What follows belongs to an exercise in optimizing a design on an open flow for small area, a short achievable clock period and few clock cycles per item; a production flow would make more cautious choices. Only simulation tests tie the RTL to the original design; equivalence was not proved. Power and IR drop assume default switching activity.

$ cat flow/config.mk
export PLATFORM = sky130hd
export DESIGN_NAME = exec_cluster
export DESIGN_NICKNAME = exec_cluster
export VERILOG_FILES = /design/flow/design.v
export SDC_FILE = /design/flow/constraint.sdc
export NUM_CORES = 4
export LEC_CHECK = 0
export CAP_MARGIN = 20
export CORE_MARGIN = 2
export CORE_UTILIZATION = 40
export PLACE_DENSITY = 0.6
export SLEW_MARGIN = 20
$ cat flow/constraint.sdc
create_clock -name core_clock -period 8.0 [get_ports {clk}]
set_input_delay 1.6000 -clock core_clock [delete_from_list [all_inputs] [get_ports {clk}]]
set_output_delay 1.6000 -clock core_clock [all_outputs]
set_load 0.01 [all_outputs]
$ cat flow/design.v
`timescale 1ns/10ps
package exec_pkg;
  localparam int WINDOW = 4;
endpackage
`timescale 1ns/10ps
`timescale 1ns/10ps
`timescale 1ns/10ps
`default_nettype none
module alu_lane (
  input  logic        md,
  input  logic        alt,
  input  logic [2:0]  f3,
  input  logic [31:0] a,
  input  logic [31:0] b,
  output logic [31:0] y
);
  logic        sub;
  logic [32:0] sum;
  logic        lt_u;
  logic        lt_s;
  logic [31:0] sh_in;
  logic [31:0] sh_out;
  logic [31:0] sh_res;
  logic        fill;
  assign sub  = (f3 == 3'b000) ? alt : 1'b1;
  assign sum  = {1'b0, a} + {1'b0, sub ? ~b : b} + {32'b0, sub};
  assign lt_u = ~sum[32];
  assign lt_s = (a[31] ^ b[31]) ? a[31] : sum[31];
  always_comb begin
    for (int i = 0; i < 32; i++) sh_in[i] = f3[2] ? a[i] : a[31-i];
  end
  assign fill   = alt & a[31] & f3[2];
  assign sh_out = 32'($signed({fill, sh_in}) >>> b[4:0]);
  always_comb begin
    for (int i = 0; i < 32; i++) sh_res[i] = f3[2] ? sh_out[i] : sh_out[31-i];
  end
  always_comb begin
    if (md) y = a;
    else begin
      case (f3)
        3'b000: y = sum[31:0];
        3'b001: y = sh_res;
        3'b010: y = {31'b0, lt_s};
        3'b011: y = {31'b0, lt_u};
        3'b100: y = a ^ b;
        3'b101: y = sh_res;
        3'b110: y = a | b;
        default: y = a & b;
      endcase
    end
  end
endmodule
`default_nettype wire
`timescale 1ns/10ps
`default_nettype none
module muldiv_lane (
  input  logic        clk,
  input  logic        rst_n,
  input  logic        start,
  input  logic [2:0]  ld_op,
  input  logic [31:0] ld_a,
  input  logic [31:0] ld_b,
  input  logic [1:0]  ld_slot,
  output logic        free,
  output logic        fix,
  output logic [1:0]  fix_slot,
  output logic [31:0] fix_value
);
  localparam logic [1:0] S_IDLE = 2'd0, S_DPREP = 2'd1, S_STEP = 2'd2, S_FIX = 2'd3;
  logic [1:0]  state;
  logic [2:0]  op_q;
  logic        neg_q;
  logic [4:0]  cnt;
  logic [2:0]  m_q;       
  logic [1:0]  slot_q;
  logic [31:0] X;         
  logic [31:0] Y;         
  logic [31:0] Z;         
  function automatic logic [3:0] nibs(input logic [31:0] w);
    nibs = 4'd0;
    for (int i = 0; i < 8; i++) if (w[4*i +: 4] != 4'd0) nibs = 4'(i + 1);
  endfunction
  function automatic logic [5:0] blen(input logic [31:0] w);
    blen = 6'd0;
    for (int i = 0; i < 32; i++) if (w[i]) blen = 6'(i + 1);
  endfunction
  logic        is_mul;
  logic        a_sgn, b_sgn, a_neg, b_neg;
  logic [31:0] ua, ub, am, bm;
  logic [3:0]  na, nb, nmin;
  logic        swap;
  assign is_mul = ~ld_op[2];
  assign a_sgn  = (ld_op != 3'd3) && (ld_op != 3'd5) && (ld_op != 3'd7);
  assign b_sgn  = (ld_op == 3'd0) || (ld_op == 3'd1) || (ld_op == 3'd4) || (ld_op == 3'd6);
  assign a_neg  = a_sgn & ld_a[31];
  assign b_neg  = b_sgn & ld_b[31];
  assign ua     = a_neg ? ~ld_a : ld_a;
  assign ub     = b_neg ? ~ld_b : ld_b;
  assign am     = a_neg ? (ua + 32'd1) : ld_a;
  assign bm     = b_neg ? (ub + 32'd1) : ld_b;
  assign na     = nibs(a_neg ? {ua[30:0], 1'b1} : ua);
  assign nb     = nibs(b_neg ? {ub[30:0], 1'b1} : ub);
  assign swap   = (na < nb);
  assign nmin   = swap ? na : nb;
  logic [5:0]  bx, bz;
  logic [5:0]  sdiff;
  logic        zdiv, qzero;
  assign bx    = blen(X);
  assign bz    = blen(Z);
  assign sdiff = bx - bz;
  assign zdiv  = (Z == 32'd0);
  assign qzero = (bx < bz);
  logic [35:0] macc;
  logic [32:0] diff;
  assign macc = {4'd0, X} + Z * {32'd0, Y[3:0]};
  assign diff = {1'b0, X} - {1'b0, Z};
  logic        mul_q;
  logic [4:0]  sal;
  logic [63:0] fin;
  logic [31:0] v;
  logic [31:0] lomask;
  logic        lowz;
  logic        cin;
  assign mul_q  = ~op_q[2];
  assign sal    = mul_q ? {m_q, 2'b00} : 5'd0;
  assign fin    = {(op_q == 3'd0) ? X : 32'd0,
                   (op_q == 3'd0) ? Y : ((mul_q | op_q[1]) ? X : Y)};
  assign v      = 32'(fin >> sal);
  assign lomask = ~(32'hffff_ffff << sal);
  assign lowz   = (Y == 32'd0) && ((X & lomask) == 32'd0);
  assign cin    = (mul_q && op_q != 3'd0) ? lowz : 1'b1;
  assign free      = (state == S_IDLE) || (state == S_FIX);
  assign fix       = (state == S_FIX);
  assign fix_slot  = slot_q;
  assign fix_value = neg_q ? (~v + {31'd0, cin}) : v;
  always_ff @(posedge clk) begin
    if (!rst_n) begin
      state <= S_IDLE;
    end else if (free) begin
      state <= start ? (is_mul ? S_STEP : S_DPREP) : S_IDLE;
    end else if (state == S_DPREP) begin
      state <= (zdiv || qzero) ? S_FIX : S_STEP;
    end else if (state == S_STEP) begin
      if (cnt == 5'd0) state <= S_FIX;
    end
  end
  always_ff @(posedge clk) begin
    if (free) begin
      if (start) begin
        op_q   <= ld_op;
        slot_q <= ld_slot;
        if (is_mul) begin
          neg_q <= a_neg ^ b_neg;
          X     <= 32'd0;
          Y     <= swap ? am : bm;
          Z     <= swap ? bm : am;
          cnt   <= (nmin == 4'd0) ? 5'd0 : 5'(nmin - 4'd1);
          m_q   <= (nmin == 4'd0) ? 3'd7 : 3'(4'd8 - nmin);
        end else begin
          neg_q <= ld_op[1] ? a_neg : ((a_neg ^ b_neg) && (ld_b != 32'd0));
          X     <= am;
          Y     <= 32'd0;
          Z     <= bm;
        end
      end
    end else if (state == S_DPREP) begin
      if (zdiv) begin
        Y <= 32'hffff_ffff;
      end else if (!qzero) begin
        Z   <= Z << sdiff[4:0];
        cnt <= sdiff[4:0];
      end
    end else if (state == S_STEP) begin
      cnt <= cnt - 5'd1;
      if (mul_q) begin
        X <= macc[35:4];
        Y <= {macc[3:0], Y[31:4]};
      end else begin
        if (!diff[32]) X <= diff[31:0];
        Y <= {Y[30:0], ~diff[32]};
        Z <= {1'b0, Z[31:1]};
      end
    end
  end
endmodule
`default_nettype wire
`timescale 1ns/10ps
`timescale 1ns/10ps
`default_nettype none
module exec_cluster (
  input  logic        clk,
  input  logic        rst_n,
  input  logic        in_valid,
  input  logic [6:0]  in_funct7,
  input  logic [2:0]  in_funct3,
  input  logic [31:0] in_a,
  input  logic [31:0] in_b,
  output logic        in_credit,
  input  logic        out_credit,
  output logic        out_valid,
  output logic [3:0]  out_tag,
  output logic [31:0] out_value
);
  logic        ir_v;
  logic        ir_md;
  logic        ir_alt;
  logic [2:0]  ir_f3;
  logic [31:0] ir_a;
  logic [31:0] ir_b;
  always_ff @(posedge clk) begin
    if (!rst_n) ir_v <= 1'b0;
    else        ir_v <= in_valid;
  end
  always_ff @(posedge clk) begin
    ir_md  <= (in_funct7 == 7'b0000001);
    ir_alt <= (in_funct7 == 7'b0100000);
    ir_f3  <= in_funct3;
    ir_a   <= in_a;
    ir_b   <= in_b;
  end
  logic [31:0] s_lo [4];    
  logic [31:0] s_hi [4];    
  logic [2:0]  s_op [4];    
  logic [3:0]  s_done;
  logic [3:0]  s_wait;      
  logic [1:0]  wr_ptr;
  logic [2:0]  rd_ptr;      
  logic [4:0]  cred;
  logic [31:0] alu_y;
  alu_lane u_alu (
    .md (ir_md),
    .alt(ir_alt),
    .f3 (ir_f3),
    .a  (ir_a),
    .b  (ir_b),
    .y  (alu_y)
  );
  logic        md_free;
  logic        md_fix;
  logic [1:0]  md_fix_slot;
  logic [31:0] md_value;
  logic        md_start;
  logic        any_wait;
  logic [1:0]  wait_idx;
  logic        ir_start;
  logic [2:0]  ld_op;
  logic [31:0] ld_a;
  logic [31:0] ld_b;
  logic [1:0]  ld_slot;
  always_comb begin
    any_wait = 1'b0;
    wait_idx = rd_ptr[1:0];
    for (int k = 3; k >= 0; k--) begin
      if (s_wait[2'(rd_ptr[1:0] + 2'(k))]) begin
        any_wait = 1'b1;
        wait_idx = 2'(rd_ptr[1:0] + 2'(k));
      end
    end
  end
  assign ir_start = md_free && !any_wait && ir_v && ir_md;
  assign md_start = md_free && (any_wait || (ir_v && ir_md));
  assign ld_op    = any_wait ? s_op[wait_idx] : ir_f3;
  assign ld_a     = any_wait ? s_lo[wait_idx] : ir_a;
  assign ld_b     = any_wait ? s_hi[wait_idx] : ir_b;
  assign ld_slot  = any_wait ? wait_idx : wr_ptr;
  muldiv_lane u_md (
    .clk      (clk),
    .rst_n    (rst_n),
    .start    (md_start),
    .ld_op    (ld_op),
    .ld_a     (ld_a),
    .ld_b     (ld_b),
    .ld_slot  (ld_slot),
    .free     (md_free),
    .fix      (md_fix),
    .fix_slot (md_fix_slot),
    .fix_value(md_value)
  );
  logic emit;
  assign emit      = s_done[rd_ptr[1:0]] && (cred != 5'd0);
  assign out_valid = emit;
  assign in_credit = emit;
  assign out_tag   = {1'b0, rd_ptr};
  assign out_value = s_lo[rd_ptr[1:0]];
  always_ff @(posedge clk) begin
    if (!rst_n) begin
      wr_ptr <= 2'd0;
      rd_ptr <= 3'd0;
      cred   <= 5'd0;
      s_done <= 4'd0;
      s_wait <= 4'd0;
    end else begin
      cred <= cred + 5'(out_credit) - 5'(emit);
      if (ir_v) wr_ptr <= wr_ptr + 2'd1;
      if (emit) rd_ptr <= rd_ptr + 3'd1;
      for (int i = 0; i < 4; i++) begin
        if (emit && rd_ptr[1:0] == 2'(i)) s_done[i] <= 1'b0;
        if (md_start && any_wait && wait_idx == 2'(i)) s_wait[i] <= 1'b0;
        if (ir_v && wr_ptr == 2'(i)) begin
          s_done[i] <= !ir_md;
          s_wait[i] <= ir_md && !ir_start;
        end
        if (md_fix && md_fix_slot == 2'(i)) s_done[i] <= 1'b1;
      end
    end
  end
  always_ff @(posedge clk) begin
    for (int i = 0; i < 4; i++) begin
      if (ir_v && wr_ptr == 2'(i)) begin
        s_lo[i] <= alu_y;
        s_hi[i] <= ir_b;
        s_op[i] <= ir_f3;
      end else if (md_fix && md_fix_slot == 2'(i)) begin
        s_lo[i] <= md_value;
      end
    end
  end
endmodule
`default_nettype wire
$ cat flow/run.sh
#!/bin/bash
# synth_recipe.tcl (not shown) runs the flow's synth.tcl, then flattens the netlist and writes it again
# the make line also repeats each setting of config.mk as NAME=value (left out here)
make -C /OpenROAD-flow-scripts/flow DESIGN_CONFIG=/design/flow/config.mk WORK_HOME=/design/flow/orfs CLKGATE_MAP_FILE= SYNTH_SCRIPT=/design/flow/synth_recipe.tcl finish
==> results.py <==
metrics = {
    "outcome": {
        "status": "finished clean",
    },
    "setup_path": {
        "r2r_setup_slack_ns": 0.80,
        "cp-start-kind": "flop",
        "cp.arrival_ns": 7.61,
        "r2r_end": "u_md.cnt[1]",
        "startpoint": "rd_ptr[1]",
        "worstReg2RegStart": "rd_ptr[1]",
        "reg2reg_depth": 24,
        "worstSetupPathType": "flop to flop",
        "critPathMaxFanout": 50,
        "cp.required_ns": 8.41,
        "critPathCaptureType": "flop",
    },
    "routing": {
        "wl_per_cell_um": 27.4,
        "drt-initial-drc-count": 5658,
        "route.detailed.drc": 0,
        "finalWirelength_mm": 171,
        "vias": 40200,
        "first_pass_iters": 10,
        "antenna_left": 0,
        "via_per_inst": 6.45,
    },
    "placed_design": {
        "dpl_cell_area_mm2": 0.0458,
        "dpl.hpwl_mm": 127,
        "port_buffers": 114,
        "dp_slack_ns": 0.938,
        "gp_congestion": 1.03,
    },
    "synth": {
        "synth-edff-count": 378,
        "synth-adder-area-share_pct": 10.6,
        "muxShareOfSynthArea_pct": 11.5,
        "synth_seq_cells": 468,
        "synth_compound_area_share_pct": 22.0,
        "synth_xor_area_share_pct": 4.42,
        "yosys.area_share.simple_pct": 15.0,
        "synth_top_family_by_area": "compound AO/OA/AOI/OAI gates",
        "netlist_area_mm2": 0.0430,
        "syn_inst": 4793,
        "ys_warn_count": 6,
        "ys_types": 113,
        "ys_seq_area_share_pct": 30.6,
        "syn_nets": 5179,
        "synthFlopType": "edfxtp_1",
        "syn_avg_cell_area_um2": 8.98,
        "synth_async_sr_flop_share_pct": 0,
    },
    "cts": {
        "clk_latency_ns": 0.67,
        "clkSinkCount": 468,
        "cts-htree-levels": 2,
        "holdBufCountCts": 0,
        "ctsResizeCount": 0,
        "cts_root_buffer": "clkbuf_16",
        "clkTransAtPathRegs_ns": 0.06,
        "postCtsSetupBuffers": 0,
        "clockBufferDepth": 3,
        "cts_tree": "done",
        "numCtsBuffers": 55,
    },
    "layout": {
        "drive_above_1_share_pct": 9.68,
        "mostFrequentLayoutCells": "478 x nand2_1, 403 x nor2_1, 378 x edfxtp_1",
        "multiInputGateArea_mm2": 0.0274,
        "seq_area_mm2": 0.0132,
        "syn2layout_area_growth_pct": 10.8,
        "final_area_mm2": 0.0477,
        "nFillCells": 10500,
        "final_common_cell": "nand2_1",
        "fin_nets": 5173,
    },
    "timing": {
        "post-route-period-util_pct": 90.0,
        "min_period_ns": 7.20,
        "setup_violations": 0,
        "slew_headroom_pct": 18.1,
        "clock_skew_ns": 0.0395,
        "fmax_mhz": 139,
        "rsz0062_at_grt": "no",
        "report.final.slew_viol_count": 0,
        "final_hold_viol_count": 0,
        "layout_setup_ws_ns": 0.798,
        "worst_slew_pin_slew_ns": 1.22,
        "tns_ns": 0,
    },
    "worst_hold_path": {
        "hold_path_class": "flop to flop",
        "hold_depth": 2,
        "whs_endpoint": "rd_ptr[2]",
        "min-delay-start": "rd_ptr[2]",
    },
    "floorplanning": {
        "die_area_mm2": 0.110,
        "start_util_pct": 40.3,
        "die_h_um": 332,
        "fp.dieW_um": 332,
        "std_cell_rows": 120,
        "pin_count": 116,
        "core-area_mm2": 0.107,
    },
    "global_routing": {
        "grt_antenna_before_repair": 5,
        "grt_pass1_wl_mm": 252,
        "grt_pass1_vias": 37700,
        "grt_max_degree": 69,
        "grt_overflow": 0,
        "track_usage_pct": 30.0,
    },
    "flow_run": {
        "cap_violations": 0,
    },
    "pwr": {
        "power_density_mw_per_mm2": 385,
        "p_switching_mw": 9.03,
        "netSwitchingFraction_pct": 49.2,
        "seq_power_share_pct": 20.7,
        "power_frac_comb_pct": 65.3,
        "p_leak_nw": 18.9,
        "power.share.clock_pct": 14.0,
        "p_int_mw": 9.32,
        "total_power_mw": 18.4,
        "peakVddDrop_mv": 0.345,
    },
}
[per-layer routing]
layer  vias to the layer above  GRT usage, %  wire [µm]
li1                      17700             -          -
met1                     19500          39.3      66500
met2                      2468          47.4      76200
met3                       480          5.31      17800
met4                         4          15.9      10600
met5                         -             0         32
[synthesized netlist by cell type, types with 13 or more instances]
| cell | instances | area share, % |
|---|---|---|
| a211o_1 | 15 | 0.31 |
| a211oi_1 | 100 | 1.7 |
| a21o_1 | 54 | 0.94 |
| a21oi_1 | 325 | 3.8 |
| a221o_1 | 15 | 0.35 |
| a221oi_1 | 49 | 1.0 |
| a222oi_1 | 38 | 0.88 |
| a22oi_1 | 24 | 0.42 |
| a31oi_1 | 42 | 0.61 |
| and2_1 | 63 | 0.92 |
| and3_1 | 29 | 0.42 |
| buf_1 | 27 | 0.24 |
| buf_2 | 27 | 0.31 |
| clkbuf_1 | 261 | 2.3 |
| dfxtp_1 | 90 | 4.2 |
| edfxtp_1 | 378 | 26 |
| fa_1 | 95 | 4.4 |
| ha_1 | 213 | 6.2 |
| inv_1 | 285 | 2.5 |
| mux2_1 | 20 | 0.52 |
| mux2_2 | 39 | 1.0 |
| mux2i_1 | 262 | 6.1 |
| mux4_2 | 72 | 3.8 |
| nand2_1 | 479 | 4.2 |
| nand2b_1 | 39 | 0.57 |
| nand3_1 | 56 | 0.65 |
| nand4_1 | 29 | 0.42 |
| nor2_1 | 407 | 3.6 |
| nor2b_1 | 52 | 0.76 |
| nor3_1 | 94 | 1.1 |
| nor4_1 | 37 | 0.54 |
| o211a_1 | 28 | 0.65 |
| o211ai_1 | 38 | 0.66 |
| o21a_1 | 24 | 0.42 |
| o21ai_0 | 301 | 3.5 |
| o21bai_1 | 18 | 0.31 |
| o221ai_1 | 18 | 0.37 |
| o22ai_1 | 66 | 0.96 |
| o31ai_1 | 50 | 0.87 |
| o41ai_1 | 13 | 0.26 |
| or2_2 | 16 | 0.23 |
| or3_1 | 26 | 0.38 |
| xnor2_1 | 138 | 2.8 |
| xor2_1 | 79 | 1.6 |
[stage by stage]
stage / hold WS (ns) / utilization, % / std cells
floorplan: 0.458 / - / 4793
global placement: 0.502 / 42.9 / 6133
detailed placement: 0.507 / 42.9 / 6133
CTS: 0.523 / 44.6 / 6236
global route: 0.559 / 44.6 / 6236
finish: 0.524 / 44.6 / 6239
[how the worst max path moves through the flow]
stage	end	slack, ns	cells past startpoint
final	u_md.cnt[1]	0.80	24
after global routing	u_md.cnt[1]	0.28	24
after CTS	u_md.cnt[1]	0.93	24
after detailed placement	u_md.cnt[1]	0.94	24
after global placement	u_md.cnt[1]	1.04	24
after floorplan	u_md.cnt[1]	1.22	27
[logic make-up (layout without fill, tap and decap cells)]
group                    after synthesis  after routing
AO/OA/AOI/OAI                       1379           1379
XOR/XNOR                             217            217
adder cells (fa/ha/maj)              308            308
buffers and inverters                631            671
flip-flops                           468            468
multiplexers                         396            396
other                                  1              4
AND/OR/NAND/NOR                     1393           1393
[critical path: stages (launching register included)]
cell and delay (ns):
dfxtp_1 0.33, inv_1 0.08, ha_1 0.40, nand2b_1 0.26
a31o_2 0.29, o21ai_4 0.79, buf_12 0.36, mux2i_1 0.13
a221oi_1 0.79, nand4_1 0.25, nor2_1 0.14, o21ai_0 0.13
o21ai_0 0.35, nand2_1 0.14, ha_1 0.30, o21ai_0 0.12
or2_1 0.28, a21oi_4 0.17, buf_4 0.31, nor2_1 0.09
a31oi_1 0.16, ha_1 0.29, nand2b_1 0.12, or3_1 0.34
a32o_1 0.26
[power by group through the flow]
stage | combinational (mW) | sequential (mW) | clock [mW]
finish | 12.0 | 3.79 | 2.57
global route | 13.2 | 3.79 | 2.69
detailed placement | 11.7 | 3.79 | 0
global placement | 11.7 | 3.79 | 0
CTS | 11.8 | 3.74 | 2.59
floorplan | 8.71 | 3.40 | 0
[registers in the layout, indices dropped and copies added (netlist names), 4 cells and up]
| signal | cells |
|---|---|
| s_op | 12 |
| s_wait | 4 |
| s_hi | 128 |
| cred | 5 |
| ir_b | 32 |
| s_done | 4 |
| u_md.X | 32 |
| s_lo | 128 |
| u_md.Y | 32 |
| u_md.Z | 32 |
| ir_a | 32 |
| u_md.cnt | 5 |
[area by class of cell]
| cell class | count | area share, % |
|---|---|---|
| multi-input combinational | 3694 | 57.6 |
| tap | 1403 | 3.68 |
| clock inverter | 36 | 0.677 |
| antenna | 3 | 0.0158 |
| inverter | 292 | 2.30 |
| sequential | 468 | 27.6 |
| timing repair buffer | 276 | 5.02 |
| clock buffer | 67 | 3.11 |
Testbench counts, summed over its fixed seeds: cycles 8,462, items 4,800.

## static timing again, ports no longer ideal
No port has a modelled driver above. Below, the same layout with a new extraction and two added sets of constraints. Step 1, drivers: a clkbuf_16 drives clk and a buf_2 each remaining input, both assumed. Step 2 times the ports against the registers' clock, not the clock port: input delays grow and output delays shrink by t, the midpoint of the rising clock arrivals with the driver on. Slacks: ideal ports / drivers / drivers and shift; pairs: ideal ports / drivers.
shift t [ns]: 0.714
setup slack, ns: 0.798 / 0.798 / 0.798
slew at the worst register clock pin (ns): 0.07 / 0.07
cell pins on the clock port's net: 1
After both steps this run still meets setup and hold. The setup slack of this run moves by 0.000 ns with the drivers and by 0.000 ns with both steps.
